From an optimization exercise on the open Yosys and OpenROAD flow, aimed at small area, a short achievable clock period and few clock cycles per item; shortcuts taken in it are not production practice. At most, simulation tests tie the RTL to the original design; equivalence was not proved. The RTL of runs 1 to 5 was laid out without a check of its function. Power and IR drop assume default switching activity.

## flow/config.mk

```make
export PLATFORM = sky130hd
export DESIGN_NAME = icache_top
export DESIGN_NICKNAME = icache_top
export VERILOG_FILES = /design/flow/design.v
export SDC_FILE = /design/flow/constraint.sdc
export NUM_CORES = 4
export LEC_CHECK = 0
export CAP_MARGIN = 20
export CORE_MARGIN = 2
export CORE_UTILIZATION = 60
export SETUP_SLACK_MARGIN = 1.5
export SLEW_MARGIN = 20
export SYNTH_HIERARCHICAL = 1
export SYNTH_MINIMUM_KEEP_SIZE = 0
```

## flow/constraint.sdc

```tcl
create_clock -name core_clock -period 4.0 [get_ports {clock_i}]
set_input_delay 0.8000 -clock core_clock [delete_from_list [all_inputs] [get_ports {clock_i}]]
set_output_delay 0.8000 -clock core_clock [all_outputs]
set_load 0.01 [all_outputs]
```

## flow/design.v

```verilog
package icache_pkg;
	localparam int OFFSET_W = 4;
	localparam int INDEX_W  = 4;
	localparam int ADDR_W   = 32;
	localparam int TAG_W    = ADDR_W - INDEX_W - OFFSET_W;
	typedef logic [ADDR_W-1:0]   addr_t;
	typedef logic [TAG_W-1:0]    tag_t;
	typedef logic [INDEX_W-1:0]  index_t;
	typedef logic [OFFSET_W-1:0] offset_t;
	typedef logic [31:0]         word_t;
	typedef struct packed {
		tag_t    tag;
		index_t  index;
		offset_t offset;
	} fetch_addr_t;
	typedef struct packed {
		logic valid;
		tag_t tag;
	} tag_entry_t;
	typedef enum logic [1:0] {
		REFILL_IDLE,
		REFILL_REQUEST,
		REFILL_COLLECT,
		REFILL_COMMIT
	} refill_state_t;
endpackage
module icache_lookup #(
	parameter int W = 1
) (
	input  logic         sel_i,
	input  logic [W-1:0] a_i,
	input  logic [W-1:0] b_i,
	output logic [W-1:0] y_o
);
	assign y_o = sel_i ? b_i : a_i;
endmodule
module icache_hit_check (
	input  logic [29:0] addr_i,
	input  logic [24:0] head_hi_i,
	input  logic [4:0]  end_lo_i,
	input  logic        carry_i,
	output logic        seq_o
);
	logic [24:0] b;
	logic [24:0] cr;
	logic [24:0] co;
	assign b     = {24'd0, carry_i};
	assign cr    = head_hi_i ^ b ^ addr_i[29:5];
	assign co    = (head_hi_i & b) | (head_hi_i & cr) | (b & cr);
	assign seq_o = (addr_i[4:0] == end_lo_i) && (cr == {co[23:0], 1'b0});
endmodule
module icache_top #(
	parameter int OFFSET_W = icache_pkg::OFFSET_W,
	parameter int INDEX_W  = icache_pkg::INDEX_W,
	parameter int TAG_W    = icache_pkg::ADDR_W - INDEX_W - OFFSET_W
) (
	input  logic                  clock_i,
	input  logic                  rst_n_i,
	input  logic                  fetch_i,
	input  icache_pkg::addr_t     fetch_addr_i,
	input  logic                  flush_i,
	output logic                  instr_valid_o,
	output icache_pkg::word_t     instr_o,
	output icache_pkg::addr_t     instr_addr_o,
	output logic                  miss_o,
	output logic                  mem_req_o,
	output icache_pkg::addr_t     mem_line_addr_o,
	input  logic                  mem_rvalid_i,
	input  icache_pkg::word_t     mem_rdata_i
);
	localparam int CAP = 31;
	localparam int LOW = 4;
	logic [4:0]     n_q;      
	logic           busy_q;   
	logic           lm_q;     
	logic           miss_q;
	logic           rdy_q;    
	logic           ireq_q;   
	logic           ereq_q;   
	logic [29:0]    h_q;      
	logic [1:0]     wc_q;     
	logic [4:0]     el_q;     
	logic           c_q;      
	logic           seq;
	logic           nz;
	logic           acc;
	logic           last;
	logic           start;
	logic           cont;
	logic           deliver;
	logic           endw;
	logic           req;
	logic           lost;
	logic           fall;
	logic           clr;
	logic [24:0]    pm;
	logic [29:0]    h_inc;
	logic [4:0]     n_d;
	logic           busy_d;
	logic           lm_d;
	logic [29:0]    h_d;
	logic [1:0]     wc_d;
	logic           m_d;
	logic           wrap_d;
	logic           v0_d;
	logic           rdy_d;
	logic           ireq_d;
	logic [4:0]     el_d;
	logic           c_d;
	logic           miss_d [2];
	for (genvar g = 0; g < 25; g++)
	begin : g_pm
		if (g == 0)
		begin : g_lsb
			assign pm[g] = 1'b1;
		end
		else
		begin : g_bit
			assign pm[g] = &h_q[g+4:5];
		end
	end
	assign h_inc  = {h_q[29:5] ^ (pm & {25{&h_q[4:0]}}), h_q[4:0] + 5'd1};
	icache_hit_check i_seq (
		.addr_i    (fetch_addr_i[31:2]),
		.head_hi_i (h_q[29:5]),
		.end_lo_i  (el_q),
		.carry_i   (c_q),
		.seq_o     (seq)
	);
	logic n_ge1;
	logic n_ge2;
	logic n_ge3;
	logic n_ge4;
	logic n_cap;
	logic r_ge1;
	logic r_ge2;
	logic r_ge3;
	assign n_ge1 = n_q != '0;
	assign n_ge2 = n_q > 5'd1;
	assign n_ge3 = n_q > 5'd2;
	assign n_ge4 = n_q > 5'd3;
	assign n_cap = n_q == 5'(CAP - 1);
	assign nz      = n_ge1;
	assign deliver = mem_rvalid_i && rdy_q;
	assign r_ge1   = deliver ? n_ge2 : n_ge1;
	assign r_ge2   = deliver ? n_ge3 : n_ge2;
	assign r_ge3   = deliver ? n_ge4 : n_ge3;
	assign acc     = fetch_i && !miss_q && !flush_i;
	assign last    = !r_ge1;
	assign start   = acc && last;
	assign cont    = acc && !last;
	assign endw    = mem_rvalid_i && (wc_q == 2'd3);
	assign req     = ireq_q || (mem_rvalid_i && ereq_q);
	assign lost    = endw && lm_q && (miss_q ? n_ge2 : n_ge1) && !rdy_q;
	assign fall    = miss_q && !r_ge2;
	assign clr     = flush_i || lost;
	assign busy_d = req || (busy_q && !endw);
	assign lm_d   = !last && (req || (lm_q && !endw));
	assign h_d    = last ? fetch_addr_i[31:2] : (deliver ? h_inc : h_q);
	assign wc_d   = req ? 2'd0 : (mem_rvalid_i ? wc_q + 2'd1 : wc_q);
	always_comb
	begin
		if (flush_i || (fall && !lost))
		begin
			n_d = '0;
		end
		else if (lost || start)
		begin
			n_d = 5'd1;
		end
		else if (cont && !deliver)
		begin
			n_d = n_q + 5'd1;
		end
		else if (deliver && !cont)
		begin
			n_d = n_q - 5'd1;
		end
		else
		begin
			n_d = n_q;
		end
	end
	always_comb
	begin
		if (deliver)
		begin
			m_d = 1'b1;
		end
		else if (req)
		begin
			m_d = h_q[1:0] == 2'd0;
		end
		else if (mem_rvalid_i)
		begin
			m_d = h_q[1:0] == wc_q + 2'd1;
		end
		else
		begin
			m_d = h_q[1:0] == wc_q;
		end
	end
	assign wrap_d = last ? (&fetch_addr_i[LOW+3:4])
		: (deliver ? (&h_inc[LOW+1:2]) : (&h_q[LOW+1:2]));
	assign el_d = last ? fetch_addr_i[6:2] + 5'd1 : (acc ? el_q + 5'd1 : el_q);
	assign c_d  = last ? (&fetch_addr_i[6:2])
		: ((acc && (&el_q)) || (c_q && !(deliver && (&h_q[4:0]))));
	assign v0_d   = !clr && (miss_q ? r_ge2 : (acc || r_ge1));
	assign rdy_d  = busy_d && lm_d && v0_d && m_d;
	assign ireq_d = !busy_d && v0_d;
	logic drop0;
	logic drop1;
	logic v1_d;
	logic ereq_d;
	assign drop0 = cont;
	assign drop1 = cont && n_cap;
	assign miss_d[0] = !flush_i && (lost || (miss_q ? !fall : drop0));
	assign miss_d[1] = !flush_i && (lost || (miss_q ? !fall : drop1));
	assign v1_d = !clr && (miss_q ? r_ge3 : r_ge2);
	assign ereq_d = busy_d && (wc_d == 2'd3) && (lm_d
		? (rdy_d && v1_d && !wrap_d)
		: v0_d);
	logic miss_pick;
	icache_lookup #(.W(1)) i_pick_miss (
		.sel_i (seq),
		.a_i   (miss_d[0]),
		.b_i   (miss_d[1]),
		.y_o   (miss_pick)
	);
	assign mem_req_o       = req;
	assign mem_line_addr_o = {h_q[29:LOW+2], h_q[LOW+1:2] + LOW'(lm_q), 4'b0000};
	assign instr_valid_o   = deliver;
	assign instr_o         = mem_rdata_i;
	assign instr_addr_o    = {h_q, 2'b00};
	assign miss_o          = miss_q;
	always_ff @(posedge clock_i or negedge rst_n_i)
	begin
		if (!rst_n_i)
		begin
			n_q    <= '0;
			busy_q <= 1'b0;
			lm_q   <= 1'b0;
			miss_q <= 1'b0;
			rdy_q  <= 1'b0;
			ireq_q <= 1'b0;
			ereq_q <= 1'b0;
		end
		else
		begin
			miss_q <= miss_pick;
			ereq_q <= ereq_d;
			n_q    <= n_d;
			rdy_q  <= rdy_d;
			ireq_q <= ireq_d;
			busy_q <= busy_d;
			lm_q   <= lm_d;
		end
	end
	always_ff @(posedge clock_i)
	begin
		h_q  <= h_d;
		wc_q <= wc_d;
		el_q <= el_d;
		c_q  <= c_d;
	end
endmodule
```

## flow/flow/run.sh

```bash
#!/bin/bash
# own flow: the standard layout, with port buffers of a plain buffer cell
set -o pipefail
cp standard.sh standard.sh.txt 2>/dev/null
cp config.mk config.mk.txt
export BUFFER_PORTS_ARGS="-buffer_cell sky130_fd_sc_hd__buf_1"
export ADDER_MAP_FILE=
bash standard.sh > standard.log 2>&1
```

## flow/standard.sh

```bash
#!/bin/bash
# synth_recipe.tcl (not shown) runs the flow's synth.tcl, then flattens the netlist and writes it again
# the make line also repeats each setting of config.mk as NAME=value (left out here)
make -C /OpenROAD-flow-scripts/flow DESIGN_CONFIG=/design/flow/config.mk WORK_HOME=/design/flow/orfs CLKGATE_MAP_FILE= SYNTH_SCRIPT=/design/flow/synth_recipe.tcl "${@:-finish}"
```

==> metrics.cfg, run 1 <==
[sta]
period_share_pct = 59.4
drv_slew = 0
tns_ns = 0
hold_violations = 0
hold_slack_ns = 0.466
fmax_mhz = 421
rsz0062_at_grt = no
relSlewSlack_pct = 57.0
worst_pin_slew_ns = 0.643
min_period_ns = 2.38
setup_viol = 0
fin_skew_ns = 0.00456

[min_path]
holdCritPathClass = in2async

[clock_network]
clock_latency_ns = 0.31
post-cts-setup-buffers = 0
cts_tree = built
cts_hold_buffers = 0
cts.sinks = 49
htreeDepth = 2
cts_made_buffers = 5
cts_root_buf = clkbuf_8
cts_buffer_depth = 2
clkTransAtPathRegs_ns = 0.09

[route]
routed_via_density = 5.64
drt_iter0_drc = 243
met3_length_um = 555
wl_met1_mm = 4.61
dr.pass1.iters = 6
dr_wl_met2_mm = 4.58
vias = 3598
drc = 0
ant_nets = 0
drt-total-wl_mm = 9.87
highest_layer = met4
wl_per_cell_um = 15.5

[setup_path]
endpoint_kind = output port
critPathRequiredTime_ns = 3.20
startpoint_type = primary input
worstPathMaxFanout = 13
crit_type = in2out
arrival_ns = 1.58

[floorplanning]
dieArea_sq_um = 7980
io_pins = 168
fp.dieH_um = 89.3
num_rows = 31
die_x_um = 89.3
start_util_pct = 61.2
core_sq_um = 7140

[grt]
grt_pass1_wl_mm = 15.3
grt_pass1_vias = 3101
grt_antenna_before_repair = 0
grt_max_degree = 31
gr-total-overflow = 0
grt.total_usage_pct = 24.6

[finish]
finish.utilization_pct = 62.2
area_delta_synth_final_pct = 1.66
fill_cells = 646
drive_gt1_share_pct = 6.68
antenna_cells = 0
final_cell_area_sq_um = 4440
nets = 607

[synth]
ys_seq_elements = 49
synth_commonest_cells = buf_4 (63), nand2_1 (51), o21ai_0 (38)
synth_area_leader_cell = edfxtp_1
async_flop_share_pct = 22.4
synthCells = 508
synth.top_cell.area_share_pct = 24.1
ys_warn_count = 9
synth_edf_count = 35
yosysMostFrequentCell = buf_4
synth_cell_types = 73
seq_area_frac_synth_pct = 31.7
ys.flop_type = edfxtp_1
synth_area_leaders = edfxtp_1 (24%), buf_4 (11%), xnor2_1 (6.6%)
syn_avg_cell_area_sq_um = 8.60
synthesis.area_sq_um = 4370

[pwr]
p_int_uw = 1010
peakVddDrop_uv = 191
switchingPower_uw = 667
p_comb_share_pct = 33.7
p_seq_share_pct = 47.9
clkPwrFrac_pct = 18.4
p_sw_share_pct = 39.7
power_density_nw_per_um2 = 378
p_leak_uw = 0.00161

[placement]
io_buffers = 95
placed_cell_area_sq_um = 4340
routabilityCongestion = 0.886
hpwl_mm = 7.28

[job]
maxCapViolations = 0

[status]
status = timing/DRC/antenna clean

per-module statistics from Yosys, one instance, submodules excluded, excerpt:
module	flip-flops and latches	cells inside	times used	area, sq um
icache_hit_check	0	107	1	764
icache_top	49	400	1	3590
metrics by stage:
stage | total power (uW) | setup slack [ns] | cells
floorplan | 1280 | 1.75 | 513
global placement | 1370 | 1.07 | 630
detailed placement | 1380 | 1.07 | 630
CTS | 1690 | 1.59 | 638
global route | 1790 | 1.52 | 638
finish | 1680 | 1.62 | 638
final cells by class:
cell class	instances	area (sq um)	area share, %
clock inverters	3	21.3	0.479
well taps	99	124	2.79
inverters	19	71.3	1.61
multi-input cells	363	2370	53.4
repair buffers	100	395	8.91
flip-flops and latches	49	1390	31.2
clock buffers	5	68.8	1.55
path summary, 6_finish.rpt:
check | from | endpoint | slack [ns] | depth (start not counted)
worst max-delay path | mem_rvalid_i | instr_valid_o | 1.62 | 4
worst min-delay path | rst_n_i | ereq_q | 0.47 | 1
worst max register to register | h_q[0] | h_q[28] | 1.65 | 5
worst min register to register | ireq_q | wc_q[0] | 0.49 | 1
max in group asynchronous | rst_n_i | n_q[0] | 3.14 | 1
min in group core_clock | ireq_q | wc_q[0] | 0.49 | 1
repair_timing:
action / CTS / global route
gates resized for setup: 2 / 1
endpoints found under the hold margin: 0 / 0
setup endpoints to repair: 11 / 1
flip-flops by register name, indices dropped and copies added (netlist names):
signal and cells:
lm_q 1, el_q 5, n_q 5, rdy_q 1, ereq_q 1, ireq_q 1
miss_q 1, c_q 1, busy_q 1, h_q 30, wc_q 2
power groups by stage:
stage               Clock, uW  Combinational, uW  Sequential (uW)
floorplan                   0                492              784
global placement            0                554              811
detailed placement          0                565              815
CTS                       319                568              805
global route              334                634              825
finish                    309                566              804
placed cells by master (no fill, tap or decap), types with 12 or more instances in the layout:
| cell | instances |
|---|---|
| buf_1 | 94 |
| nand2_1 | 50 |
| o21ai_0 | 38 |
| edfxtp_1 | 35 |
| xnor2_1 | 33 |
| xor2_1 | 32 |
| nand4_1 | 20 |
| nand2b_1 | 20 |
| inv_1 | 19 |
| nor2_1 | 17 |
| a21oi_1 | 14 |
| nand3_1 | 12 |
logic make-up after synthesis:
family / Yosys count / share of synthesized area, %
other cells: 1 / 0.0859
mux: 8 / 2.06
flops: 49 / 31.7
fa+ha+maj: 1 / 0.229
simple gates: 182 / 23.6
xor+xnor: 65 / 13.0
compound gates: 101 / 14.6
buf+inv: 101 / 14.6
critical path, cell delays in order:
cell	delay (ns)
buf_2	0.19
nand2_2	0.21
inv_1	0.21
buf_1	0.17
routing by layer:
metal / GRT usage [%] / vias to the layer above
met5: 0 / -
met4: 6.38 / 0
met3: 4.06 / 18
met2: 38.1 / 122
met1: 35.7 / 1667
li1: - / 1791
==> run 2, diff against run 1 <==
--- a/flow/config.mk
+++ b/flow/config.mk
@@ -10,3 +10,3 @@
 export CORE_UTILIZATION = 60
-export SETUP_SLACK_MARGIN = 1.5
+export SETUP_SLACK_MARGIN = 1.3
 export SLEW_MARGIN = 20
==> run 2 against run 1 <==
  * Critical path depth up 2
  * Largest power group unchanged
  * Via count about the same
  * Largest cell class unchanged
  * Die area unchanged
  * Still clean on timing, DRC and antenna
  * Total power about the same
  * Clock power about the same
==> metrics.cfg, run 2 <==
[pwr]
p_leak_uw = 0.00161  ; +0.15%
power_density_nw_per_um2 = 378  ; about the same
peakVddDrop_uv = 191  ; about the same

[grt]
grt_max_degree = 31  ; unchanged
gr-total-overflow = 0  ; unchanged
grt_pass1_wl_mm = 15.3  ; unchanged
grt_antenna_before_repair = 0  ; unchanged
grt_pass1_vias = 3101  ; unchanged
grt.total_usage_pct = 24.6  ; unchanged

[setup_path]
ff2ff_setup_slack_ns = 1.57  ; -0.08 ns
worstPathMaxFanout = 21  ; +8
critPathRequiredTime_ns = 4.20  ; +1.00 ns
arrival_ns = 2.64  ; +1.06 ns
crit_type = reg2reg
endpoint_kind = flop
critPathBufInv = 0  ; -3
startpoint_type = flop
slowest_stage = or4_4
path_cells = or4_4 -> a21o_1 -> a21oi_1 -> a21boi_0 -> o31a_1 -> mux2_4
slowest_delay_ns = 0.60  ; +0.39 ns
cp_top_family = compound AO/OA/AOI/OAI gates

[floorplanning]
fp.dieH_um = 89.3  ; unchanged
die_x_um = 89.3  ; unchanged
io_pins = 168  ; unchanged
start_util_pct = 61.2  ; unchanged
core_sq_um = 7140  ; unchanged
dieArea_sq_um = 7980  ; unchanged
num_rows = 31  ; unchanged

[synth]
synth_area_leader_cell = edfxtp_1
ys_warn_count = 9  ; unchanged
synth_xor_xnor_area_share_pct = 13.0  ; unchanged
synthCells = 508  ; unchanged
yosysMostFrequentCell = buf_4
synth_commonest_cells = buf_4 (63), nand2_1 (51), o21ai_0 (38)
ys_seq_elements = 49  ; unchanged
async_flop_share_pct = 22.4  ; unchanged
synth_area_leaders = edfxtp_1 (24%), buf_4 (11%), xnor2_1 (6.6%)
synth_edf_count = 35  ; unchanged
syn_avg_cell_area_sq_um = 8.60  ; unchanged
synth_fa_ha_area_share_pct = 0.229  ; unchanged
synth_top_family_by_area = simple AND/OR/NAND/NOR gates
synthMuxAreaShare_pct = 2.06  ; unchanged
seq_area_frac_synth_pct = 31.7  ; unchanged
ys.flop_type = edfxtp_1
synth_cell_types = 73  ; unchanged
synth.top_cell.area_share_pct = 24.1  ; unchanged
synthesis.area_sq_um = 4370  ; unchanged
synth-simple-area-share_pct = 23.6  ; unchanged
synth-compound-area-share_pct = 14.6  ; unchanged

[clock_network]
htreeDepth = 2  ; unchanged
cts_buffer_depth = 2  ; unchanged
clock_latency_ns = 0.31  ; about the same
cts_root_buf = clkbuf_8
cts_tree = built
post-cts-setup-buffers = 0  ; unchanged
cts_made_buffers = 5  ; unchanged
clkTransAtPathRegs_ns = 0.09  ; about the same
cts.sinks = 49  ; unchanged

[min_path]
holdCritPathClass = in2async

[finish]
final_common_cell = buf_1
drive_gt1_share_pct = 6.49  ; -0.19 points
fill_cells = 646  ; unchanged
final_cell_mix = buf_1 (94), nand2_1 (50), o21ai_0 (38)
antenna_cells = 0  ; unchanged
largest_reg_flops = 30  ; unchanged
final_cell_area_sq_um = 4440  ; about the same
top_register = h_q
nets = 607  ; unchanged
area_delta_synth_final_pct = 1.63  ; about the same
top_regs = h_q: 30 flops, el_q: 5 flops, n_q: 5 flops

[job]
maxCapViolations = 0  ; unchanged

[sta]
fin_skew_ns = 0.00549  ; +0.000931 ns
setup_viol = 0  ; unchanged
tns_ns = 0  ; unchanged
min_period_ns = 2.43  ; +0.0567 ns
relSlewSlack_pct = 45.5  ; -12 points
period_share_pct = 60.8  ; +1.4 points
drv_slew = 0  ; unchanged
hold_violations = 0  ; unchanged
worst_pin_slew_ns = 0.818  ; +0.175 ns
fmax_mhz = 411  ; -2.3%
rsz0062_at_grt = no

[placement]
placed_cell_area_sq_um = 4340  ; unchanged
io_buffers = 95  ; unchanged
hpwl_mm = 7.28  ; unchanged
routabilityCongestion = 0.886  ; unchanged

[route]
vias = 3601  ; +0.083%
routed_via_density = 5.64  ; about the same
drc = 0  ; unchanged
dr.pass1.iters = 6  ; unchanged
drt-total-wl_mm = 9.82  ; -0.51%
drt_iter0_drc = 243  ; unchanged
ant_nets = 0  ; unchanged
wl_per_cell_um = 15.4  ; -0.51%

[status]
status = timing/DRC/antenna clean

## run 2: cell families after synthesis
logic type                 Yosys count
other                                1
DFF                                 49
adders and majority gates            1
xor gates and xnor gates            65
and+or+nand+nor                    182
AOI/OAI and AO/OA                  101
muxes                                8
buffers and inverters              101
## run 2: layout make-up
type	count	area, sq um	share of cell area [%]
clock buffers	5	68.8	1.55
clock inverters	3	21.3	0.479
inverters	19	71.3	1.61
multi-input cells	363	2370	53.4
flip-flops and latches	49	1390	31.2
well taps	99	124	2.79
repair buffers	100	395	8.91
## run 2: worst paths after layout
path | start | cells after the start | to
max | n_q[1] | 6 | miss_q
min | rst_n_i | 1 | ereq_q
max reg2reg | n_q[1] | 6 | miss_q
min reg2reg | ireq_q | 1 | wc_q[0]
max in group asynchronous | rst_n_i | 1 | n_q[0]
min in group core_clock | ireq_q | 1 | wc_q[0]
## run 2: power breakdown
group	total (uW)	leakage, uW	internal (uW)	switching [uW]
combinational	565	0.00103	239	326
clock	310	0.0000407	124	186
sequential	804	0.000539	649	155
total	1680	0.00161	1010	667
## run 2: modules after synthesis (local to each module, per instance), excerpt
module	cells inside	area (sq um)
icache_hit_check	107	764
icache_top	400	3590
## run 2: through the flow
step / total power, uW / setup slack (ns) / std cells / util, % / hold slack, ns
floorplan: 1280 / 1.75 / 513 / - / 0.445
global placement: 1370 / 1.07 / 630 / 60.9 / 0.469
detailed placement: 1380 / 1.07 / 630 / 60.9 / 0.478
CTS: 1690 / 1.40 / 638 / 62.2 / 0.485
global route: 1790 / 1.37 / 638 / 62.2 / 0.519
finish: 1680 / 1.57 / 638 / 62.2 / 0.466
## run 2: routing by layer
metal	GRT usage (%)	up-vias	routed length (um)	part of all wire, %
met3	4.06	22	507	5.2
met5	0	-	0	0
li1	-	1791	-	-
met2	38.1	119	4550	46
met1	35.7	1669	4610	47
met4	6.38	0	157	1.6
## run 2: what timing repair did
action	4_1_cts	5_1_grt
resized for setup	1	1
hold buffers	0	0
pin swaps	0	0
endpoints found under the hold margin	0	0
endpoints found under the setup margin	1	2
==> run 3, diff against run 2 <==
--- a/flow/config.mk
+++ b/flow/config.mk
@@ -10,3 +10,3 @@
 export CORE_UTILIZATION = 60
-export SETUP_SLACK_MARGIN = 1.3
+export SETUP_SLACK_MARGIN = 1.7
 export SLEW_MARGIN = 20
==> run 3 against run 2 <==
  * Clock power about the same
  * Wire length increased by 1.1%
  * Critical path type unchanged
  * Register-to-register slack improved by 0.09 ns
  * Critical endpoint is now el_q[1]
  * Maximum frequency increased by 3.9%
  * Cell area increased by 2.1%
  * Clock-buffer cell count unchanged
  * Combinational power increased by 6.5%
  * Non-clock buffer count increased by 10
  * Largest cell class unchanged
  * Largest power group unchanged
  * Highest routed layer unchanged
  * Critical path depth decreased by 2
  * Global-route usage about the same
==> metrics.cfg, run 3 <==
[setup_path]
cp_top_family = compound AO/OA/AOI/OAI gates
critPathRequiredTime_ns = 4.06  ; -0.14 ns
path_cells = or4_4 -> a21oi_4 -> buf_4 -> o21ai_0
worst_r2r_endpoint = el_q[1]
startpoint_type = flop
critPathBufInv = 1  ; +1
arrival_ns = 2.40  ; -0.24 ns
slowest_delay_ns = 0.60  ; about the same
r2r_cells = 4  ; -2
endpoint_kind = flop
slowest_stage = or4_4
ff2ff_setup_slack_ns = 1.66  ; +0.09 ns
worstPathMaxFanout = 26  ; +24%
r2r-start = n_q[1]
crit_type = reg2reg

[clock_network]
cts_buffer_depth = 2  ; unchanged
cts_tree = built
clkTransAtPathRegs_ns = 0.10  ; about the same
cts_made_buffers = 5  ; unchanged
cts.sinks = 49  ; unchanged
htreeDepth = 2  ; unchanged
cts_root_buf = clkbuf_8
clock_latency_ns = 0.31  ; about the same

[pwr]
p_leak_uw = 0.00166  ; +3.3%
power_density_nw_per_um2 = 377  ; -0.46%
total_power_uw = 1710  ; +1.7%
peakVddDrop_uv = 190  ; -0.36%

[finish]
final_cell_area_sq_um = 4530  ; +2.1%
nets = 617  ; +1.6%
largest_reg_flops = 30  ; unchanged
area_delta_synth_final_pct = 3.81
drive_gt1_share_pct = 8.74  ; +2.2 points
top_regs = h_q: 30 flops, el_q: 5 flops, n_q: 5 flops
final_common_cell = buf_1
final_cell_mix = buf_1 (94), nand2_1 (50), o21ai_0 (38)
antenna_cells = 0  ; unchanged
finish.utilization_pct = 63.5  ; +1.3 points
top_register = h_q

[status]
status = timing/DRC/antenna clean

[floorplanning]
dieArea_sq_um = 7980  ; unchanged
die_x_um = 89.3  ; unchanged
start_util_pct = 61.2  ; unchanged
num_rows = 31  ; unchanged
fp.dieH_um = 89.3  ; unchanged
core_sq_um = 7140  ; unchanged
io_pins = 168  ; unchanged

[sta]
min_period_ns = 2.34  ; -0.0913 ns
relSlewSlack_pct = 56.8  ; +11 points
period_share_pct = 58.5  ; -2.3 points
tns_ns = 0  ; unchanged
worst_pin_slew_ns = 0.646  ; -0.171 ns
hold_violations = 0  ; unchanged
drv_slew = 0  ; unchanged
rsz0062_at_grt = yes
setup_viol = 0  ; unchanged
fmax_mhz = 427  ; +3.9%
fin_skew_ns = 0.00507  ; -0.000426 ns

[route]
drc = 0  ; unchanged
wl_per_cell_um = 15.3  ; -0.43%
drt_iter0_drc = 212  ; -13%
vias = 3648  ; +1.3%
drt-total-wl_mm = 9.93  ; +1.1%
routed_via_density = 5.63  ; -0.26%
dr.pass1.iters = 5  ; -1
ant_nets = 0  ; unchanged

[grt]
gr-total-overflow = 0  ; unchanged
grt_antenna_before_repair = 0  ; unchanged
grt.total_usage_pct = 24.5  ; -0.039 points
grt_max_degree = 31  ; unchanged
grt_pass1_wl_mm = 15.3  ; about the same
grt_pass1_vias = 3114  ; +0.42%

[placement]
placed_cell_area_sq_um = 4340  ; unchanged
io_buffers = 95  ; unchanged
routabilityCongestion = 0.886  ; unchanged
hpwl_mm = 7.28  ; unchanged

[synth]
ys_warn_count = 9  ; unchanged
ys.flop_type = edfxtp_1
synth_area_leaders = edfxtp_1 (24%), buf_4 (11%), xnor2_1 (6.6%)
synth.top_cell.area_share_pct = 24.1  ; unchanged
syn_avg_cell_area_sq_um = 8.60  ; unchanged
synth_cell_types = 73  ; unchanged
synth_edf_count = 35  ; unchanged
synth_area_leader_cell = edfxtp_1
async_flop_share_pct = 22.4  ; unchanged
synth_commonest_cells = buf_4 (63), nand2_1 (51), o21ai_0 (38)
synthesis.area_sq_um = 4370  ; unchanged
seq_area_frac_synth_pct = 31.7  ; unchanged
synthCells = 508  ; unchanged
ys_seq_elements = 49  ; unchanged
yosysMostFrequentCell = buf_4

[job]
maxCapViolations = 0  ; unchanged

[min_path]
holdCritPathClass = in2async

## run 3: where the power goes
group          leakage, uW  switching, uW  total, uW  internal [uW]
Combinational      0.00108            343        602            259
Sequential        0.000539            146        795            649
Clock            0.0000407            186        310            124
Total              0.00166            675       1710           1030
## run 3: layer usage
metal  up-vias  track usage (%)  part of all wire (%)  wire length [um]
li1       1807                -                     -                 -
met1      1704             35.4                    46              4620
met2       113             38.0                    46              4550
met3        24             4.34                   6.0               600
met4         0             6.65                   1.7               167
met5         -                0                     0                 0
## run 3: final cells by class
type	instances	area, sq um
Clock buffer	5	68.8
Clock inverter	3	21.3
Fill cell	642	2600
Inverter	19	71.3
Multi-Input combinational cell	363	2390
Sequential cell	49	1390
Tap cell	99	124
Timing Repair Buffer	110	473
## run 3: how the worst max path moves through the flow
stage	to	from	depth (start not counted)	slack, ns
2_1_floorplan	h_q[0]	mem_rvalid_i	4	1.75
3_3_place_gp	miss_q	mem_rvalid_i	7	1.07
3_5_place_dp	miss_q	mem_rvalid_i	7	1.07
4_1_cts	el_q[4]	n_q[1]	4	1.68
5_1_grt	miss_q	n_q[1]	6	1.55
6_report	el_q[1]	n_q[1]	4	1.66
## run 3: kinds of logic after synthesis
group                    share of synthesized area (%)
AO/OA/AOI/OAI                                     14.6
XOR/XNOR                                          13.0
adder cells (fa/ha/maj)                          0.229
buffers and inverters                             14.6
flip-flops                                        31.7
multiplexers                                      2.06
other                                           0.0859
AND/OR/NAND/NOR                                   23.6
## run 3: repair_timing
| item | in CTS | in global routing |
|---|---|---|
| setup endpoints to repair | 39 | 21 |
| cloned | 0 | 0 |
| buffers inserted | 2 | 8 |
| hold endpoints to repair | 0 | 0 |
| hold buffers | 0 | 0 |
| gates resized for setup | 6 | 2 |
## run 3: stage by stage
step                      worst slack (ns)  cells  hold slack, ns
after floorplan                       1.75    513           0.445
after global placement                1.07    630           0.469
after detailed placement              1.07    630           0.478
after CTS                             1.68    640           0.485
after global routing                  1.55    648           0.519
final                                 1.66    648           0.466
## run 3: modules after synthesis (local to each module, per instance), a selection
module	times used	area [sq um]
icache_hit_check	1	764
icache_top	1	3590
==> run 4, diff against run 3 <==
--- a/flow/design.v
+++ b/flow/design.v
@@ -70,5 +70,6 @@
 );
-	localparam int CAP = 31;
+	localparam int CAP = 15;
+	localparam int NW  = $clog2(CAP + 1);
 	localparam int LOW = 4;
-	logic [4:0]     n_q;      
+	logic [NW-1:0]  n_q;      
 	logic           busy_q;   
@@ -97,3 +98,3 @@
 	logic [29:0]    h_inc;
-	logic [4:0]     n_d;
+	logic [NW-1:0]  n_d;
 	logic           busy_d;
@@ -138,6 +139,6 @@
 	assign n_ge1 = n_q != '0;
-	assign n_ge2 = n_q > 5'd1;
-	assign n_ge3 = n_q > 5'd2;
-	assign n_ge4 = n_q > 5'd3;
-	assign n_cap = n_q == 5'(CAP - 1);
+	assign n_ge2 = n_q > NW'(1);
+	assign n_ge3 = n_q > NW'(2);
+	assign n_ge4 = n_q > NW'(3);
+	assign n_cap = n_q == NW'(CAP - 1);
 	assign nz      = n_ge1;
@@ -168,3 +169,3 @@
 		begin
-			n_d = 5'd1;
+			n_d = NW'(1);
 		end
@@ -172,3 +173,3 @@
 		begin
-			n_d = n_q + 5'd1;
+			n_d = n_q + NW'(1);
 		end
@@ -176,3 +177,3 @@
 		begin
-			n_d = n_q - 5'd1;
+			n_d = n_q - NW'(1);
 		end
--- a/flow/config.mk
+++ b/flow/config.mk
@@ -10,3 +10,3 @@
 export CORE_UTILIZATION = 60
-export SETUP_SLACK_MARGIN = 1.7
+export SETUP_SLACK_MARGIN = 1.5
 export SLEW_MARGIN = 20
==> run 4 against run 3 <==
  * Combinational power is 13% higher
  * Synthesized area fell by 2.6%
  * Non-clock buffer count increased by 2
  * Cell area down 1.5%
  * Worst hold slack improved by 0.0053 ns
  * Critical endpoint is now h_q[26]
==> metrics.cfg, run 4 <==
[status]
status = timing/DRC/antenna clean

[synth]
synth_edf_count = 35  ; unchanged
synth_top_family_by_area = simple AND/OR/NAND/NOR gates
synth_area_leader_cell = edfxtp_1
yosysMostFrequentCell = buf_4
synthMuxAreaShare_pct = 1.29  ; -0.77 points
synth_commonest_cells = buf_4 (62), o21ai_0 (46), nand2_1 (44)
synth_fa_ha_area_share_pct = 0.235  ; +0.0060 points
synth-compound-area-share_pct = 16.6  ; +2.0 points
syn_avg_cell_area_sq_um = 8.31  ; -3.3%
ys.flop_type = edfxtp_1
synth_area_leaders = edfxtp_1 (25%), buf_4 (11%), xnor2_1 (6.8%)
synth-simple-area-share_pct = 22.9  ; -0.70 points
seq_area_frac_synth_pct = 32.0  ; +0.24 points
ys_seq_elements = 48  ; -2.0%
synthCells = 512  ; +0.79%
synth.top_cell.area_share_pct = 24.7  ; +0.63 points
ys_warn_count = 9  ; unchanged
async_flop_share_pct = 20.8  ; -1.6 points
synthesis.area_sq_um = 4260  ; -2.6%
synth_xor_xnor_area_share_pct = 11.7  ; -1.3 points
synth_cell_types = 66  ; -9.6%

[route]
drc = 0  ; unchanged
dr.pass1.iters = 6  ; +1
ant_nets = 0  ; unchanged
routed_via_density = 5.83  ; +3.5%
vias = 3788  ; +3.8%
drt-total-wl_mm = 10.3  ; +4.1%
wl_per_cell_um = 15.9  ; +3.7%
drt_iter0_drc = 168  ; -21%

[clock_network]
cts_tree = built
cts_made_buffers = 5  ; unchanged
clock_latency_ns = 0.30  ; about the same
cts_buffer_depth = 2  ; unchanged
cts.sinks = 48  ; -2.0%
cts_root_buf = clkbuf_8
cts_hold_buffers = 0  ; unchanged
htreeDepth = 2  ; unchanged
clkTransAtPathRegs_ns = 0.09  ; about the same

[floorplanning]
io_pins = 168  ; unchanged
start_util_pct = 62.3  ; +1.1 points
fp.dieH_um = 88.2  ; -1.2%
num_rows = 30  ; -3.2%
core_sq_um = 6830  ; -4.3%
dieArea_sq_um = 7780  ; -2.4%
die_x_um = 88.2  ; -1.2%

[setup_path]
startpoint_type = flop
critPathBufInv = 0  ; -1
endpoint_kind = flop
crit_type = reg2reg
path_cells = nand3_2 -> or3_1 -> or4_4 -> or3_1 -> a31oi_1
cp_top_family = simple AND/OR/NAND/NOR gates
worstPathMaxFanout = 9  ; -65%
critPathRequiredTime_ns = 4.14  ; +0.08 ns
cpMostUsedCell = or3_1
slowest_stage = or4_4
ff2ff_setup_slack_ns = 1.58  ; -0.07 ns
arrival_ns = 2.56  ; +0.16 ns
slowest_delay_ns = 0.64  ; +0.04 ns

[grt]
busiest_layer = met2
use_met1_pct = 33.1  ; -2.3 points
grt_max_degree = 35  ; +13%
met3_usage_pct = 3.36  ; -0.98 points
gr-total-overflow = 0  ; unchanged
grt_pass1_wl_mm = 15.5  ; +0.99%
grt_antenna_before_repair = 0  ; unchanged
grt_pass1_vias = 3270  ; +5.0%
grt.total_usage_pct = 24.9  ; +0.39 points
use_met2_pct = 42.7  ; +4.7 points

[finish]
final_common_cell = buf_1
antenna_cells = 0  ; unchanged
drive_gt1_share_pct = 8.30  ; -0.44 points
area_delta_synth_final_pct = 4.97
final_cell_area_sq_um = 4470  ; -1.5%
top_register = h_q
largest_reg_flops = 30  ; unchanged
final_cell_mix = buf_1 (94), o21ai_0 (45), nand2_1 (43)
nets = 622  ; +0.81%
finish.utilization_pct = 65.4  ; +1.9 points
top_regs = h_q: 30 flops, el_q: 5 flops, n_q: 4 flops

[placement]
placed_cell_area_sq_um = 4230  ; -2.6%
hpwl_mm = 7.41  ; +1.8%
routabilityCongestion = 0.827  ; -6.7%
io_buffers = 95  ; unchanged

[sta]
drv_slew = 0  ; unchanged
hold_violations = 0  ; unchanged
min_period_ns = 2.42  ; +0.0746 ns
tns_ns = 0  ; unchanged
relSlewSlack_pct = 44.4  ; -12 points
worst_pin_slew_ns = 0.834  ; +0.187 ns
fmax_mhz = 414  ; -3.1%
rsz0062_at_grt = no
period_share_pct = 60.4  ; +1.9 points
fin_skew_ns = 0.00580  ; +0.000736 ns
hold_slack_ns = 0.472  ; +0.00528 ns
setup_viol = 0  ; unchanged

[pwr]
p_leak_uw = 0.00165  ; -0.58%
peakVddDrop_uv = 268  ; +41%
power_density_nw_per_um2 = 403  ; +6.9%

[job]
maxCapViolations = 0  ; unchanged

[min_path]
holdCritPathClass = in2async

-- run 4: worst paths after layout --
kind,from,to,cells past startpoint
min in group core_clock,busy_q,busy_q,2
worst min register to register,busy_q,busy_q,2
worst max-delay path,h_q[15],h_q[26],5
worst max register to register,h_q[15],h_q[26],5
max in group asynchronous,rst_n_i,lm_q,1
worst min-delay path,rst_n_i,n_q[2],1
-- run 4: cell type report --
cell class	count	area [sq um]
flip-flops and latches	48	1360
well taps	96	120
multi-input cells	362	2310
clock inverters	1	5.00
repair buffers	112	485
clock buffers	7	97.6
fillers	621	2360
inverters	24	90.1
-- run 4: worst reg2reg max path, cell delays in order (launching register included) --
cell	delay, ns
edfxtp_1	0.50
nand3_2	0.13
or3_1	0.45
or4_4	0.65
or3_1	0.32
a31oi_1	0.21
-- run 4: cell families after synthesis --
family | count (synthesis)
compound gates | 113
xor+xnor | 57
fa+ha+maj | 1
buf+inv | 108
flops | 48
mux | 5
other cells | 1
simple gates | 179
-- run 4: what timing repair did --
action / 4_1_cts / 5_1_grt
endpoints found under the setup margin: 20 / 32
gates resized for setup: 2 / 7
pin swaps: 0 / 1
gates cloned: 0 / 1
setup buffers: 2 / 12
-- run 4: layer usage --
metal	vias up	part of all wire (%)
met5	-	0
met2	162	50
met1	1775	42
li1	1822	-
met4	0	1.7
met3	29	6.2
-- run 4: report_power, final --
group	leakage [uW]	total, uW	internal, uW	switching (uW)
clock network	0.0000534	331	161	170
logic	0.00108	679	291	387
registers	0.000525	789	648	141
-- run 4: through the flow --
stage | cells | worst slack [ns] | total power (uW)
2_1_floorplan | 517 | 1.52 | 1310
3_3_place_gp | 627 | 1.15 | 1410
3_5_place_dp | 627 | 1.12 | 1430
4_1_cts | 637 | 1.43 | 1760
5_1_grt | 650 | 1.50 | 1910
6_report | 650 | 1.58 | 1800
-- run 4: modules after synthesis (local to each module, per instance), a selection --
module,times used,area [sq um],flops+latches,cells inside
icache_top,1,3480,48,404
icache_hit_check,1,764,0,107
==> run 5, diff against run 4 <==
--- a/flow/design.v
+++ b/flow/design.v
@@ -43,9 +43,109 @@
 );
-	logic [24:0] b;
-	logic [24:0] cr;
-	logic [24:0] co;
-	assign b     = {24'd0, carry_i};
-	assign cr    = head_hi_i ^ b ^ addr_i[29:5];
-	assign co    = (head_hi_i & b) | (head_hi_i & cr) | (b & cr);
-	assign seq_o = (addr_i[4:0] == end_lo_i) && (cr == {co[23:0], 1'b0});
+	logic [29:0] t;
+	logic [7:0]  l1;
+	logic [3:0]  l2;
+	logic [1:0]  l3;
+	for (genvar g = 0; g < 5; g++)
+	begin : g_lo
+		icache_same i_same (
+			.a_i (addr_i[g]),
+			.b_i (end_lo_i[g]),
+			.y_o (t[g])
+		);
+	end
+	icache_same i_b5 (
+		.a_i (addr_i[5]),
+		.b_i (head_hi_i[0] ^ carry_i),
+		.y_o (t[5])
+	);
+	icache_same i_b6 (
+		.a_i (addr_i[6]),
+		.b_i (head_hi_i[1] ^ (head_hi_i[0] & carry_i)),
+		.y_o (t[6])
+	);
+	for (genvar g = 7; g < 30; g++)
+	begin : g_hi
+		icache_carry_term i_term (
+			.k1_i (addr_i[g]),
+			.k0_i (addr_i[g-1]),
+			.h1_i (head_hi_i[g-5]),
+			.h0_i (head_hi_i[g-6]),
+			.y_o  (t[g])
+		);
+	end
+	for (genvar g = 0; g < 7; g++)
+	begin : g_l1
+		icache_nand4 i_n4 (
+			.a_i (t[4*g]),
+			.b_i (t[4*g+1]),
+			.c_i (t[4*g+2]),
+			.d_i (t[4*g+3]),
+			.y_o (l1[g])
+		);
+	end
+	icache_nand2 i_n2 (
+		.a_i (t[28]),
+		.b_i (t[29]),
+		.y_o (l1[7])
+	);
+	for (genvar g = 0; g < 4; g++)
+	begin : g_l2
+		icache_nor2 i_o2 (
+			.a_i (l1[2*g]),
+			.b_i (l1[2*g+1]),
+			.y_o (l2[g])
+		);
+	end
+	for (genvar g = 0; g < 2; g++)
+	begin : g_l3
+		icache_nand2 i_n2 (
+			.a_i (l2[2*g]),
+			.b_i (l2[2*g+1]),
+			.y_o (l3[g])
+		);
+	end
+	icache_nor2 i_root (
+		.a_i (l3[0]),
+		.b_i (l3[1]),
+		.y_o (seq_o)
+	);
+endmodule
+module icache_same (
+	input  logic a_i,
+	input  logic b_i,
+	output logic y_o
+);
+	assign y_o = a_i ~^ b_i;
+endmodule
+module icache_carry_term (
+	input  logic k1_i,
+	input  logic k0_i,
+	input  logic h1_i,
+	input  logic h0_i,
+	output logic y_o
+);
+	assign y_o = (h1_i ^ k1_i) ~^ (h0_i & !k0_i);
+endmodule
+module icache_nand4 (
+	input  logic a_i,
+	input  logic b_i,
+	input  logic c_i,
+	input  logic d_i,
+	output logic y_o
+);
+	assign y_o = !(a_i && b_i && c_i && d_i);
+endmodule
+module icache_nand2 (
+	input  logic a_i,
+	input  logic b_i,
+	output logic y_o
+);
+	assign y_o = !(a_i && b_i);
+endmodule
+module icache_nor2 (
+	input  logic a_i,
+	input  logic b_i,
+	output logic y_o
+);
+	assign y_o = !(a_i || b_i);
 endmodule
@@ -70,6 +170,5 @@
 );
-	localparam int CAP = 15;
-	localparam int NW  = $clog2(CAP + 1);
+	localparam int CAP = 31;
 	localparam int LOW = 4;
-	logic [NW-1:0]  n_q;      
+	logic [4:0]     n_q;      
 	logic           busy_q;   
@@ -98,3 +197,3 @@
 	logic [29:0]    h_inc;
-	logic [NW-1:0]  n_d;
+	logic [4:0]     n_d;
 	logic           busy_d;
@@ -139,6 +238,6 @@
 	assign n_ge1 = n_q != '0;
-	assign n_ge2 = n_q > NW'(1);
-	assign n_ge3 = n_q > NW'(2);
-	assign n_ge4 = n_q > NW'(3);
-	assign n_cap = n_q == NW'(CAP - 1);
+	assign n_ge2 = n_q > 5'd1;
+	assign n_ge3 = n_q > 5'd2;
+	assign n_ge4 = n_q > 5'd3;
+	assign n_cap = n_q == 5'(CAP - 1);
 	assign nz      = n_ge1;
@@ -169,3 +268,3 @@
 		begin
-			n_d = NW'(1);
+			n_d = 5'd1;
 		end
@@ -173,3 +272,3 @@
 		begin
-			n_d = n_q + NW'(1);
+			n_d = n_q + 5'd1;
 		end
@@ -177,3 +276,3 @@
 		begin
-			n_d = n_q - NW'(1);
+			n_d = n_q - 5'd1;
 		end
==> run 5 against run 4 <==
  * Wire length down 12%
  * Maximum frequency is 0.68% lower
  * Register-to-register slack better by 0.095 ns
  * Final cell count fell by 3.1%
  * Sequential power up 1%
  * Worst setup slack got worse by 0.017 ns
  * Critical endpoint is now instr_valid_o
  * Largest power group unchanged
  * Highest routed layer unchanged
==> metrics.cfg, run 5 <==
[status]
status = timing/DRC/antenna clean

[sta]
period_share_pct = 60.8  ; +0.42 points
rsz0062_at_grt = yes
drv_slew = 0  ; unchanged
hold_slack_ns = 0.477  ; +0.00523 ns
fmax_mhz = 411  ; -0.68%
setup_viol = 0  ; unchanged
relSlewSlack_pct = 49.0  ; +4.6 points
min_period_ns = 2.43  ; +0.0166 ns
worst_pin_slew_ns = 0.765  ; -0.0687 ns
fin_skew_ns = 0.00537  ; -0.000437 ns
hold_violations = 0  ; unchanged
tns_ns = 0  ; unchanged

[setup_path]
cp_top_family = buffers and inverters
slowest_delay_ns = 0.24  ; -0.40 ns
critPathRequiredTime_ns = 3.20  ; -0.94 ns
startpoint_type = primary input
worstPathMaxFanout = 14  ; +5
critPathBufInv = 3  ; +3
slowest_stage = nand2_2
crit_type = in2out
path_cells = buf_2 -> nand2_2 -> inv_1 -> buf_1
endpoint_kind = output port
arrival_ns = 1.63  ; -0.93 ns

[route]
ant_nets = 0  ; unchanged
dr.pass1.iters = 4  ; -2
wl_per_cell_um = 14.4  ; -9.2%
drt_iter0_drc = 159  ; -5.4%
vias = 3419  ; -9.7%
drt-total-wl_mm = 9.10  ; -12%
drc = 0  ; unchanged
routed_via_density = 5.43  ; -6.9%

[grt]
gr-total-overflow = 0  ; unchanged
grt_max_degree = 31  ; -11%
grt_pass1_vias = 2976  ; -9.0%
grt_antenna_before_repair = 0  ; unchanged
grt.total_usage_pct = 22.6  ; -2.3 points
grt_pass1_wl_mm = 14.0  ; -9.3%

[synth]
synth-compound-area-share_pct = 9.74  ; -6.8 points
ys.flop_type = edfxtp_1
ys_warn_count = 9  ; unchanged
synthMuxAreaShare_pct = 1.63  ; +0.33 points
synth-simple-area-share_pct = 22.3  ; -0.67 points
yosysMostFrequentCell = buf_4
synthCells = 495  ; -3.3%
synth_fa_ha_area_share_pct = 0  ; -0.24 points
synth_xor_xnor_area_share_pct = 20.1  ; +8.4 points
syn_avg_cell_area_sq_um = 8.70  ; +4.7%
synth_edf_count = 35  ; unchanged
synth_area_leaders = edfxtp_1 (24%), buf_4 (11%), xnor2_1 (11%)
synth.top_cell.area_share_pct = 24.4  ; -0.29 points
synth_commonest_cells = buf_4 (63), nand2_1 (55), xnor2_1 (54)
synth_top_family_by_area = simple AND/OR/NAND/NOR gates
ys_seq_elements = 49  ; +2.1%
synth_area_leader_cell = edfxtp_1
synth_cell_types = 57  ; -14%
async_flop_share_pct = 22.4  ; +1.6 points
synthesis.area_sq_um = 4310  ; +1.2%
seq_area_frac_synth_pct = 32.2  ; +0.21 points

[floorplanning]
core_sq_um = 6870  ; +0.55%
io_pins = 168  ; unchanged
dieArea_sq_um = 7870  ; +1.1%
num_rows = 30  ; unchanged
fp.dieH_um = 88.7  ; +0.56%
die_x_um = 88.7  ; +0.56%
start_util_pct = 62.7  ; +0.39 points

[pwr]
power_density_nw_per_um2 = 392  ; -2.7%
p_leak_uw = 0.00160  ; -3.0%
peakVddDrop_uv = 214  ; -20%

[finish]
final_cell_mix = buf_1 (94), nand2_1 (54), xnor2_1 (54)
top_register = h_q
antenna_cells = 0  ; unchanged
largest_reg_flops = 30  ; unchanged
top_regs = h_q: 30 flops, el_q: 5 flops, n_q: 5 flops
final_common_cell = buf_1
instances_no_fill = 630  ; -3.1%
nets = 602  ; -3.2%
drive_gt1_share_pct = 6.55  ; -1.7 points
area_delta_synth_final_pct = 3.37

[clock_network]
cts.sinks = 49  ; +2.1%
clkTransAtPathRegs_ns = 0.08  ; about the same
cts_tree = built
clock_latency_ns = 0.30  ; about the same
cts_buffer_depth = 2  ; unchanged
htreeDepth = 2  ; unchanged
cts_made_buffers = 5  ; unchanged
cts_root_buf = clkbuf_8

[placement]
hpwl_mm = 6.66  ; -10%
routabilityCongestion = 0.845  ; +2.2%
io_buffers = 95  ; unchanged
placed_cells = 614  ; -2.1%

[min_path]
holdCritPathClass = in2async

[job]
maxCapViolations = 0  ; unchanged

==> run 5: worst paths after layout <==
path	start	end	slack (ns)	cells past startpoint
worst max-delay path	mem_rvalid_i	instr_valid_o	1.57	4
worst min-delay path	rst_n_i	n_q[1]	0.48	1
worst max register to register	n_q[1]	miss_q	1.68	6
worst min register to register	ireq_q	wc_q[0]	0.50	1
max in group asynchronous	rst_n_i	miss_q	3.13	1
min in group core_clock	ireq_q	wc_q[0]	0.50	1
==> run 5: routing by layer <==
metal | wire length (um) | track usage [%] | up-vias
met5 | 0 | 0 | -
met4 | 107 | 4.82 | 0
met3 | 437 | 3.54 | 22
met2 | 4330 | 37.0 | 87
met1 | 4220 | 31.8 | 1601
li1 | - | - | 1709
==> run 5: stage by stage <==
stage	utilization (%)	total power [uW]	area, sq um	worst slack (ns)
global placement	62.3	1370	4280	0.995
global route	64.8	1860	4450	1.49
CTS	63.9	1740	4390	1.50
detailed placement	62.3	1390	4280	0.989
finish	64.8	1740	4450	1.57
floorplan	-	1290	4320	1.75
==> run 5: power breakdown <==
group,switching (uW),internal (uW),total [uW]
clock network,164,185,349
logic,328,269,598
registers,148,649,797
==> run 5: area by class of cell <==
type | instances | area (sq um)
clock buffers | 6 | 72.6
clock inverters | 2 | 33.8
fillers | 620 | 2420
inverters | 9 | 33.8
multi-input cells | 361 | 2360
flip-flops and latches | 49 | 1390
well taps | 96 | 120
repair buffers | 107 | 448
==> run 5: kinds of logic after synthesis <==
logic type	Yosys count
and+or+nand+nor	180
DFF	49
muxes	6
xor gates and xnor gates	99
AOI/OAI and AO/OA	69
buffers and inverters	91
other	1
==> run 5: Yosys stat by module (local to each module, per instance), excerpt <==
module,flip-flops and latches,copies in the design,area [sq um],cells inside
icache_top,49,1,3590,400
icache_hit_check,0,1,21.3,3
icache_nand2,0,3,3.75,1
icache_same,0,7,8.76,1
icache_carry_term,0,23,23.8,3
icache_nand4,0,7,6.26,1
icache_nor2,0,5,3.75,1
==> run 5: repair_timing <==
item | CTS | global route
endpoints found under the hold margin | 0 | 0
gates resized for setup | 2 | 0
hold buffers | 0 | 0
setup buffers | 0 | 7
endpoints found under the setup margin | 14 | 13
cloned | 0 | 1
==> run 6, diff against run 5 <==
--- a/flow/design.v
+++ b/flow/design.v
@@ -151,2 +151,35 @@
 endmodule
+module icache_data_read (
+	input  logic rvalid_i,
+	input  logic rdy_i,
+	output logic valid_o
+);
+	assign valid_o = rvalid_i && rdy_i;
+endmodule
+module icache_req_gate (
+	input  logic rvalid_i,
+	input  logic ireq_i,
+	input  logic ereq_i,
+	output logic req_o
+);
+	assign req_o = ireq_i || (rvalid_i && ereq_i);
+endmodule
+module icache_inc30 (
+	input  logic [29:0] a_i,
+	output logic [29:0] y_o
+);
+	logic [29:0] c;
+	for (genvar g = 0; g < 30; g++)
+	begin : g_c
+		if (g == 0)
+		begin : g_lsb
+			assign c[g] = 1'b1;
+		end
+		else
+		begin : g_bit
+			assign c[g] = &a_i[g-1:0];
+		end
+	end
+	assign y_o = a_i ^ c;
+endmodule
 module icache_top #(
@@ -195,3 +228,2 @@
 	logic           clr;
-	logic [24:0]    pm;
 	logic [29:0]    h_inc;
@@ -210,14 +242,6 @@
 	logic           miss_d [2];
-	for (genvar g = 0; g < 25; g++)
-	begin : g_pm
-		if (g == 0)
-		begin : g_lsb
-			assign pm[g] = 1'b1;
-		end
-		else
-		begin : g_bit
-			assign pm[g] = &h_q[g+4:5];
-		end
-	end
-	assign h_inc  = {h_q[29:5] ^ (pm & {25{&h_q[4:0]}}), h_q[4:0] + 5'd1};
+	icache_inc30 i_inc (
+		.a_i (h_q),
+		.y_o (h_inc)
+	);
 	icache_hit_check i_seq (
@@ -329,5 +353,14 @@
 	);
-	assign mem_req_o       = req;
+	icache_req_gate i_req_o (
+		.rvalid_i (mem_rvalid_i),
+		.ireq_i   (ireq_q),
+		.ereq_i   (ereq_q),
+		.req_o    (mem_req_o)
+	);
+	icache_data_read i_valid_o (
+		.rvalid_i (mem_rvalid_i),
+		.rdy_i    (rdy_q),
+		.valid_o  (instr_valid_o)
+	);
 	assign mem_line_addr_o = {h_q[29:LOW+2], h_q[LOW+1:2] + LOW'(lm_q), 4'b0000};
-	assign instr_valid_o   = deliver;
 	assign instr_o         = mem_rdata_i;
==> run 6 against run 5 <==
  * Still clean
  * Maximum frequency up 1.5%
  * Wire length up 2.4%
  * Final cell count up 4.4%
  * Synthesized area up 3.4%
  * Flip-flop and latch count unchanged
  * Largest cell class unchanged
  * Sequential power up 33%
  * Clock skew up 0.0020 ns
==> metrics.cfg, run 6 <==
[synth]
ys.flop_type = edfxtp_1
synth_commonest_cells = nand2_1 (116), buf_4 (62), xnor2_1 (59)
synth-compound-area-share_pct = 7.87  ; -1.9 points
synth.top_cell.area_share_pct = 23.6  ; -0.80 points
synth-simple-area-share_pct = 27.4  ; +5.1 points
synth_xor_xnor_area_share_pct = 19.5  ; -0.66 points
synthMuxAreaShare_pct = 1.01  ; -0.62 points
async_flop_share_pct = 22.4  ; unchanged
synthesis.area_sq_um = 4450  ; +3.4%
synth_cell_types = 59  ; +3.5%
yosysMostFrequentCell = nand2_1
seq_area_frac_synth_pct = 31.1  ; -1.1 points
synth_edf_count = 35  ; unchanged
synth_area_leaders = edfxtp_1 (24%), xnor2_1 (12%), buf_4 (10%)
synthCells = 526  ; +6.3%
ys_seq_elements = 49  ; unchanged
synth_top_family_by_area = simple AND/OR/NAND/NOR gates
syn_avg_cell_area_sq_um = 8.46  ; -2.7%
synth_fa_ha_area_share_pct = 0  ; unchanged
synth_area_leader_cell = edfxtp_1
ys_warn_count = 9  ; unchanged

[finish]
nets = 627  ; +4.2%
final_cell_mix = nand2_1 (115), buf_1 (95), xnor2_1 (59)
final_common_cell = nand2_1
area_delta_synth_final_pct = 2.81
top_regs = h_q: 30 flops, el_q: 5 flops, n_q: 5 flops
largest_reg_flops = 30  ; unchanged
top_register = h_q
instances_no_fill = 658  ; +4.4%
antenna_cells = 0  ; unchanged
drive_gt1_share_pct = 4.83  ; -1.7 points
final_cell_area_sq_um = 4580  ; +2.8%

[clock_network]
cts_made_buffers = 5  ; unchanged
cts.sinks = 49  ; unchanged
cts_buffer_depth = 2  ; unchanged
clkTransAtPathRegs_ns = 0.09  ; about the same
post-cts-setup-buffers = 0  ; unchanged
cts_tree = built
clock_latency_ns = 0.31  ; about the same
cts_root_buf = clkbuf_8
htreeDepth = 2  ; unchanged

[grt]
grt_pass1_vias = 3256  ; +9.4%
grt_pass1_wl_mm = 15.5  ; +11%
grt_max_degree = 39  ; +26%
gr-total-overflow = 0  ; unchanged
grt.total_usage_pct = 22.8  ; +0.18 points
grt_antenna_before_repair = 0  ; unchanged

[placement]
routabilityCongestion = 0.897  ; +6.1%
io_buffers = 95  ; unchanged
hpwl_mm = 6.84  ; +2.6%
placed_cell_area_sq_um = 4450  ; +3.9%
placed_cells = 650  ; +5.9%

[min_path]
holdCritPathClass = in2async

[pwr]
p_comb_share_pct = 43.1  ; +8.8 points
switchingPower_uw = 1090  ; +71%
p_seq_share_pct = 41.3  ; -4.4 points
clkPwrFrac_pct = 15.6  ; -4.4 points
total_power_uw = 2560  ; +47%
peakVddDrop_uv = 315  ; +48%
p_int_uw = 1470  ; +33%
p_leak_uw = 0.00175  ; +8.8%
power_density_nw_per_um2 = 560  ; +43%
p_sw_share_pct = 42.7  ; +6.0 points

[sta]
setup_viol = 0  ; unchanged
min_period_ns = 2.40  ; -0.0364 ns
relSlewSlack_pct = 53.6  ; +4.6 points
hold_slack_ns = 0.480  ; +0.00344 ns
rsz0062_at_grt = no
tns_ns = 0  ; unchanged
period_share_pct = 59.9  ; -0.91 points
fin_skew_ns = 0.00734  ; +0.00198 ns
worst_pin_slew_ns = 0.692  ; -0.0724 ns
fmax_mhz = 417  ; +1.5%
hold_violations = 0  ; unchanged
drv_slew = 0  ; unchanged

[route]
drt_iter0_drc = 229  ; +44%
drc = 0  ; unchanged
vias = 3616  ; +5.8%
routed_via_density = 5.50  ; +1.3%
dr.pass1.iters = 4  ; unchanged
wl_per_cell_um = 14.1  ; -2.0%
drt-total-wl_mm = 9.31  ; +2.4%
ant_nets = 0  ; unchanged

[floorplanning]
fp.dieH_um = 90.1  ; +1.6%
core_sq_um = 7210  ; +5.0%
start_util_pct = 61.7  ; -0.97 points
dieArea_sq_um = 8120  ; +3.2%
num_rows = 31  ; +3.3%
io_pins = 168  ; unchanged
die_x_um = 90.1  ; +1.6%

[setup_path]
cpMostUsedCell = buf_1
crit_type = in2out
worstPathMaxFanout = 15  ; +1
critPathBufInv = 2  ; -1
path_cells = buf_1 -> and2_1 -> buf_1
cp-endpoint = instr_valid_o
r2r-start = h_q[1]
worst_r2r_endpoint = h_q[26]
endpoint_kind = output port
crit_cells = 3  ; -1
ff2ff_setup_slack_ns = 1.74  ; +0.06 ns
cp_top_family = buffers and inverters
slowest_delay_ns = 0.43  ; +0.19 ns
slowest_stage = buf_1
crit_start = mem_rvalid_i
critPathRequiredTime_ns = 3.20  ; about the same
r2r_cells = 6  ; unchanged
arrival_ns = 1.60  ; -0.03 ns
startpoint_type = primary input

[job]
maxCapViolations = 0  ; unchanged

[status]
status = timing/DRC/antenna clean

run 6: cell types whose count changed after synthesis, sizes merged, moves of 5 or more:
cell and change:
nor3 -5, or3 -5, nand3 +5, xnor2 +5, o21ai -24, nand2 +61, xor2 -5
run 6: kinds of logic after synthesis:
logic type             count (synthesis)
other                                  1
AND/OR/NAND/NOR                      238
buffers and inverters                 86
XOR/XNOR                              99
AO/OA/AOI/OAI                         49
flip-flops                            49
multiplexers                           4
run 6: Yosys stat by module, one instance, submodules excluded, a selection:
module             cells  flops+latches  times used  area, sq um
icache_inc30          73              0           1          542
icache_data_read       1              0           1         6.26
icache_hit_check       3              0           1         21.3
icache_top           356             49           1         3180
icache_carry_term      3              0          23         23.8
icache_nor2            1              0           5         3.75
icache_req_gate        1              0           1         7.51
icache_nand4           1              0           7         6.26
icache_same            1              0           7         8.76
icache_nand2           1              0           3         3.75
run 6: power by group through the flow:
stage	Clock, uW	Sequential (uW)	Combinational, uW
2_1_floorplan	0	1040	930
3_3_place_gp	0	1060	1090
3_5_place_dp	0	1070	1110
4_1_cts	413	1060	1120
5_1_grt	430	1100	1220
6_report	401	1060	1100
run 6: per-stage QoR:
step / worst slack [ns] / util (%)
3_3_place_gp: 1.21 / 61.6
5_1_grt: 1.52 / 63.4
6_report: 1.60 / 63.4
4_1_cts: 1.62 / 63.4
3_5_place_dp: 1.16 / 61.6
2_1_floorplan: 1.68 / -
run 6: worst min-delay path by stage:
stage	end	start	depth (start not counted)
after global placement	busy_q	busy_q	2
after detailed placement	busy_q	busy_q	2
after global routing	n_q[2]	rst_n_i	1
after floorplan	busy_q	busy_q	2
final	ireq_q	rst_n_i	1
after CTS	ireq_q	rst_n_i	1
run 6: what timing repair did:
action                     in CTS  in global routing
setup endpoints to repair       1                  0
hold buffers                    0                  0
gates resized for setup         1                  0
run 6: area by class of cell:
cell class	count	area, sq um
Multi-Input combinational cell	396	2520
Sequential cell	49	1390
Clock inverter	2	35.0
Inverter	7	26.3
Fill cell	692	2640
Clock buffer	6	93.8
Timing Repair Buffer	99	387
Tap cell	99	124
run 6: per-layer routing:
layer  up-vias  wire length, um  track usage [%]
met5         -                0                0
met4         0              129             6.67
met3        28              424             2.93
met2       110             4550             39.3
met1      1688             4210             30.0
li1       1790                -                -
Testbench counts of run 6, summed over its fixed seeds: cycles 71,895, items 32,000.
==> run 7, diff against run 6 <==
--- a/flow/config.mk
+++ b/flow/config.mk
@@ -10,3 +10,3 @@
 export CORE_UTILIZATION = 60
-export SETUP_SLACK_MARGIN = 1.5
+export SETUP_SLACK_MARGIN = 1.7
 export SLEW_MARGIN = 20
==> run 7 against run 6 <==
  * Non-clock buffer count increased by 7
  * Sequential share of layout area decreased by 0.44 points
  * Clock-buffer cell count unchanged
  * Global-route usage decreased by 0.28 points
  * Still clean on timing, DRC and antenna
  * Die area unchanged
==> metrics.cfg, run 7 <==
[finish]
top_regs = h_q: 30 flops, el_q: 5 flops, n_q: 5 flops
top_register = h_q
antenna_cells = 0  ; unchanged
final_cell_mix = nand2_1 (115), buf_1 (94), xnor2_1 (59)
drive_gt1_share_pct = 6.18  ; +1.4 points
nets = 634  ; +1.1%
final_common_cell = nand2_1
final-seq-area_sq_um = 1390  ; unchanged
final_cell_area_sq_um = 4640  ; +1.5%
area_delta_synth_final_pct = 4.33
largest_reg_flops = 30  ; unchanged
multi_input_area_sq_um = 2540  ; +0.54%
fill_cells = 680  ; -1.7%

[clock_network]
cts_tree = built
cts.sinks = 49  ; unchanged
clkTransAtPathRegs_ns = 0.10  ; about the same
cts_root_buf = clkbuf_8
clock_latency_ns = 0.31  ; about the same
htreeDepth = 2  ; unchanged
cts_made_buffers = 5  ; unchanged
cts_buffer_depth = 2  ; unchanged

[synth]
ys_seq_elements = 49  ; unchanged
synth_cell_types = 59  ; unchanged
synth_edf_count = 35  ; unchanged
synthCells = 526  ; unchanged
yosysMostFrequentCell = nand2_1
synthesis.area_sq_um = 4450  ; unchanged
synth_area_leader_cell = edfxtp_1
synth_area_leaders = edfxtp_1 (24%), xnor2_1 (12%), buf_4 (10%)
ys.flop_type = edfxtp_1
syn_avg_cell_area_sq_um = 8.46  ; unchanged
seq_area_frac_synth_pct = 31.1  ; unchanged
synth.top_cell.area_share_pct = 23.6  ; unchanged
ys_warn_count = 9  ; unchanged
synth_commonest_cells = nand2_1 (116), buf_4 (62), xnor2_1 (59)
async_flop_share_pct = 22.4  ; unchanged

[pwr]
p_comb_share_pct = 44.4  ; +1.3 points
p_sw_share_pct = 42.4  ; -0.33 points
clkPwrFrac_pct = 15.3  ; -0.3 points
power_density_nw_per_um2 = 559  ; -0.22%
p_int_uw = 1500  ; +1.8%
switchingPower_uw = 1100  ; +0.47%
p_seq_share_pct = 40.2  ; -1.1 points
p_leak_uw = 0.00179  ; +2.3%
peakVddDrop_uv = 272  ; -14%

[grt]
grt_pass1_wl_mm = 15.4  ; -1.0%
gr-total-overflow = 0  ; unchanged
grt_max_degree = 31  ; -21%
grt_pass1_vias = 3261  ; +0.15%
grt.total_usage_pct = 22.5  ; -0.28 points
grt_antenna_before_repair = 0  ; unchanged

[setup_path]
path_cells = and3_1 -> nand2_1 -> xnor2_1 -> buf_1
endpoint_kind = output port
slowest_stage = edfxtp_1
crit_type = reg2out
slowest_delay_ns = 0.46  ; +0.03 ns
worstPathMaxFanout = 4  ; -11
arrival_ns = 1.38  ; -0.22 ns
critPathRequiredTime_ns = 3.20  ; about the same
startpoint_type = flop

[sta]
worst_pin_slew_ns = 0.647  ; -0.0457 ns
fmax_mhz = 460  ; +10%
min_period_ns = 2.18  ; -0.220 ns
tns_ns = 0  ; unchanged
setup_viol = 0  ; unchanged
hold_violations = 0  ; unchanged
rsz0062_at_grt = no
fin_skew_ns = 0.00624  ; -0.00111 ns
relSlewSlack_pct = 56.9  ; +3.2 points
drv_slew = 0  ; unchanged
period_share_pct = 54.4  ; -5.5 points

[placement]
hpwl_mm = 6.88  ; +0.68%
routabilityCongestion = 0.841  ; -6.2%
io_buffers = 95  ; unchanged
placed_cell_area_sq_um = 4450  ; +0.17%

[job]
maxCapViolations = 0  ; unchanged

[floorplanning]
start_util_pct = 61.7  ; unchanged
fp.dieH_um = 90.1  ; unchanged
core_sq_um = 7210  ; unchanged
die_x_um = 90.1  ; unchanged
dieArea_sq_um = 8120  ; unchanged
num_rows = 31  ; unchanged
io_pins = 168  ; unchanged

[route]
drt-total-wl_mm = 9.46  ; +1.6%
routed_via_density = 5.47  ; -0.51%
drc = 0  ; unchanged
dr.pass1.iters = 4  ; unchanged
drt_iter0_drc = 170  ; -26%
ant_nets = 0  ; unchanged
vias = 3636  ; +0.55%
wl_per_cell_um = 14.2  ; +0.55%

[status]
status = timing/DRC/antenna clean

[min_path]
holdCritPathClass = in2async

-- run 7: cell counts after synthesis --
Identical to the previous run, type by type.
-- run 7: Yosys stat by module, one instance, submodules excluded, a selection --
| module | flip-flops and latches | times used |
|---|---|---|
| icache_data_read | 0 | 1 |
| icache_nor2 | 0 | 5 |
| icache_inc30 | 0 | 1 |
| icache_nand4 | 0 | 7 |
| icache_top | 49 | 1 |
| icache_carry_term | 0 | 23 |
-- run 7: final timing paths --
kind / start / end / slack (ns) / cells past startpoint
worst min register to register: busy_q / busy_q / 0.57 / 2
worst max-delay path: h_q[2] / mem_line_addr_o[7] / 1.82 / 4
worst min-delay path: rst_n_i / busy_q / 0.48 / 1
worst max register to register: n_q[1] / h_q[6] / 1.89 / 5
min in group core_clock: busy_q / busy_q / 0.57 / 2
max in group asynchronous: rst_n_i / miss_q / 3.10 / 1
-- run 7: critical path, delay by kind of cell (launching register included) --
kind / cells / cell delay, ns
flops: 1 / 0.46
simple gates: 2 / 0.34
buf+inv: 1 / 0.16
xor+xnor: 1 / 0.11
-- run 7: power by group through the flow --
stage	registers, uW	logic (uW)	clock network (uW)
after floorplan	1040	931	0
after global placement	1060	1090	0
after detailed placement	1070	1110	0
after CTS	1050	1130	412
after global routing	1080	1270	427
final	1040	1150	398
-- run 7: final cells by class --
class | instances | area share (%)
well taps | 99 | 2.67
multi-input cells | 396 | 54.7
inverters | 7 | 0.566
clock inverters | 2 | 0.754
flip-flops and latches | 49 | 29.8
clock buffers | 6 | 2.02
repair buffers | 106 | 9.48
-- run 7: per-stage QoR --
| step | hold WS, ns | instances | setup WS, ns | total power (uW) | utilization [%] |
|---|---|---|---|---|---|
| 5_1_grt | 0.521 | 665 | 1.73 | 2780 | 64.4 |
| 4_1_cts | 0.492 | 661 | 1.71 | 2600 | 63.8 |
| 2_1_floorplan | 0.491 | 531 | 1.76 | 1970 | - |
| 3_5_place_dp | 0.543 | 651 | 1.15 | 2180 | 61.7 |
| 6_report | 0.481 | 665 | 1.82 | 2600 | 64.4 |
| 3_3_place_gp | 0.539 | 651 | 1.23 | 2150 | 61.7 |
-- run 7: timing repair --
item	CTS	global route
hold buffers	0	0
endpoints found under the setup margin	63	28
buffers inserted	2	4
resized for setup	2	2
pin swaps	0	1
-- run 7: per-layer routing --
| layer | global-route usage (%) | vias to the layer above | share of wire (%) |
|---|---|---|---|
| met5 | 0 | - | 0 |
| met4 | 8.08 | 0 | 1.9 |
| met3 | 3.44 | 36 | 5.1 |
| met2 | 38.5 | 97 | 48 |
| met1 | 29.0 | 1700 | 45 |
| li1 | - | 1803 | - |
-- run 7: kinds of logic after synthesis --
group           count (synthesis)  share of synthesized area [%]
mux                             4                           1.01
buf+inv                        86                           13.0
xor+xnor                       99                           19.5
other cells                     1                         0.0842
compound gates                 49                           7.87
flops                          49                           31.1
simple gates                  238                           27.4
